Context: an optimization exercise on an open-source flow, tuned for small area, a short achievable clock period and few clock cycles per item. The choices shown serve that exercise and are no tape-out recipe. Power figures rest on the tool's default switching activity, not on a simulated workload.

Design multiturn_polar_angle_tracker, start of the top module:
module multiturn_polar_angle_tracker #(
  parameter int SAMPLES_PER_AVERAGE = 5,
  parameter int SAMPLE_BITS         = 12
) (
  input  logic                                  clk,
  input  logic                                  rst,
  input  logic                                  psel,
  input  logic                                  penable,
  input  logic                                  pwrite,
  input  logic [mpat_pkg::APB_ADDR_W-1:0]       paddr,
  input  logic [mpat_pkg::APB_DATA_W-1:0]       pwdata,
  output logic [mpat_pkg::APB_DATA_W-1:0]       prdata,
  output logic                                  pready,
  input  logic [SAMPLE_BITS-1:0]                sample,
  input  logic                                  sample_valid,
  output logic                                  sample_stall,
  output logic signed [mpat_pkg::ANGLE_W-1:0]   angle_q8,
  output logic [mpat_pkg::STAGE_W-1:0]          stage,
  ...
==> flow/config.mk <==
export PLATFORM = sky130hd
export DESIGN_NAME = multiturn_polar_angle_tracker
export DESIGN_NICKNAME = multiturn_polar_angle_tracker
export VERILOG_FILES = /design/flow/design.v
export SDC_FILE = /design/flow/constraint.sdc
export NUM_CORES = 4
export LEC_CHECK = 0
export CAP_MARGIN = 20
export CORE_MARGIN = 2
export CORE_UTILIZATION = 40
export SETUP_SLACK_MARGIN = 3.0
export SLEW_MARGIN = 20
==> flow/constraint.sdc <==
create_clock -name core_clock -period 7.0 [get_ports {clk}]
set_input_delay 1.4000 -clock core_clock [delete_from_list [all_inputs] [get_ports {clk}]]
set_output_delay 1.4000 -clock core_clock [all_outputs]
set_load 0.01 [all_outputs]
standard.sh (not shown) runs the stock make flow with config.mk's settings and CLKGATE_MAP_FILE= SYNTH_SCRIPT=/design/flow/synth_recipe.tcl, a recipe that flattens the netlist after the stock synthesis.
==> flow/flow/run.sh <==
#!/bin/bash
# Layout flow: the standard ORFS flow, with one change in synthesis: the
# ABC technology-mapping script is an area-oriented one (area.abc) instead of
# ORFS's speed script. Everything else (register mapping, flattening, renaming,
# floorplan, placement, CTS, routing) is the standard flow, run through
# standard.sh with its own make arguments.
set -euo pipefail
here=$(pwd)
# synthesis body: ORFS synth.tcl with the abc script argument replaced
sed 's#^source \$::env(SCRIPTS_DIR)/synth_preamble.tcl#source $::env(SCRIPTS_DIR)/synth_preamble.tcl\nset abc_args [lreplace $abc_args 1 1 $::env(MY_ABC_SCRIPT)]#' \
  "$FLOW_HOME/scripts/synth.tcl" > "$here/my_synth_body.tcl"
grep -q 'MY_ABC_SCRIPT' "$here/my_synth_body.tcl"
# The standard flow's synthesis wrapper, sourcing that body instead of ORFS's synth.tcl
sed "s#source \$::env(SCRIPTS_DIR)/synth.tcl#source $here/my_synth_body.tcl#" \
  "$here/synth_recipe.tcl" > "$here/my_synth.tcl"
grep -q 'my_synth_body.tcl' "$here/my_synth.tcl"
# standard.sh with the synthesis script swapped
sed "s#SYNTH_SCRIPT=[^ ]*#SYNTH_SCRIPT=$here/my_synth.tcl#" "$here/standard.sh" > "$here/my_standard.sh"
grep -q 'my_synth.tcl' "$here/my_standard.sh"
export MY_ABC_SCRIPT="$here/flow/area.abc"
bash "$here/my_standard.sh" > "$here/flow.log" 2>&1
==> flow/flow/area.abc <==
&get -n
&st
&dch
&nf
&put
The first run completed without violations.
Change:
--- a/flow/config.mk
+++ b/flow/config.mk
@@ -9,4 +9,4 @@
 export CORE_MARGIN = 2
 export CORE_UTILIZATION = 40
-export SETUP_SLACK_MARGIN = 3.0
+export SETUP_SLACK_MARGIN = 2.0
 export SLEW_MARGIN = 20
What happened:
- combinational power is lower by 21%
- setup slack degrades by 0.65 ns
- clock-buffer cell count is lower by 1
- first-iteration DRC count is higher by 6.7%
- critical path depth is lower by 14
- via count is lower by 3.1%
- non-clock buffer count is lower by 53
- sequential power is about the same
- wire length is lower by 5.8%
- die area is unchanged
- power is lower by 5.2%
Change:
--- a/flow/config.mk
+++ b/flow/config.mk
@@ -9,4 +9,4 @@
 export CORE_MARGIN = 2
 export CORE_UTILIZATION = 40
-export SETUP_SLACK_MARGIN = 2.0
+export SETUP_SLACK_MARGIN = 2.5
 export SLEW_MARGIN = 20
- total power came out higher by 2.2%
- setup slack improved by 0.43 ns
- final cell count stays flat
- die area stays the same
- maximum frequency goes up by 9.9%
- design area is higher by about 0.8%
Function was not checked in any run of this note: the RTL went through the layout flow alone.

[port drivers added, routing unchanged]
How much do the figures lean on ideal ports? The routed layouts below were timed once more, with nothing changed but the port constraints.
Step 1: set_driving_cell puts a clkbuf_16 on clk and a buf_2 on each other input, an assumption about the parent block.
Step 2 times the ports against the registers' clock, not the clock port: input delays grow and output delays shrink by t, the midpoint of the rising clock arrivals with the driver on.
Three values: ideal ports, drivers, drivers and shift; two values: the first two.
run	shift t [ns]	slack for setup (ns)	hold WS [ns]
the first run	0.491	2.841 / 2.841 / 2.673	0.446 / 0.446 / 0.446
the second run	0.498	2.189 / 2.160 / 2.014	0.447 / 0.447 / 0.447
the third run	0.498	2.623 / 2.600 / 2.548	0.442 / 0.442 / 0.442
After both steps every run listed still meets setup and hold. For the second run, which loses most, drivers alone change the setup slack by -0.029 ns; drivers and shift together by -0.175 ns.
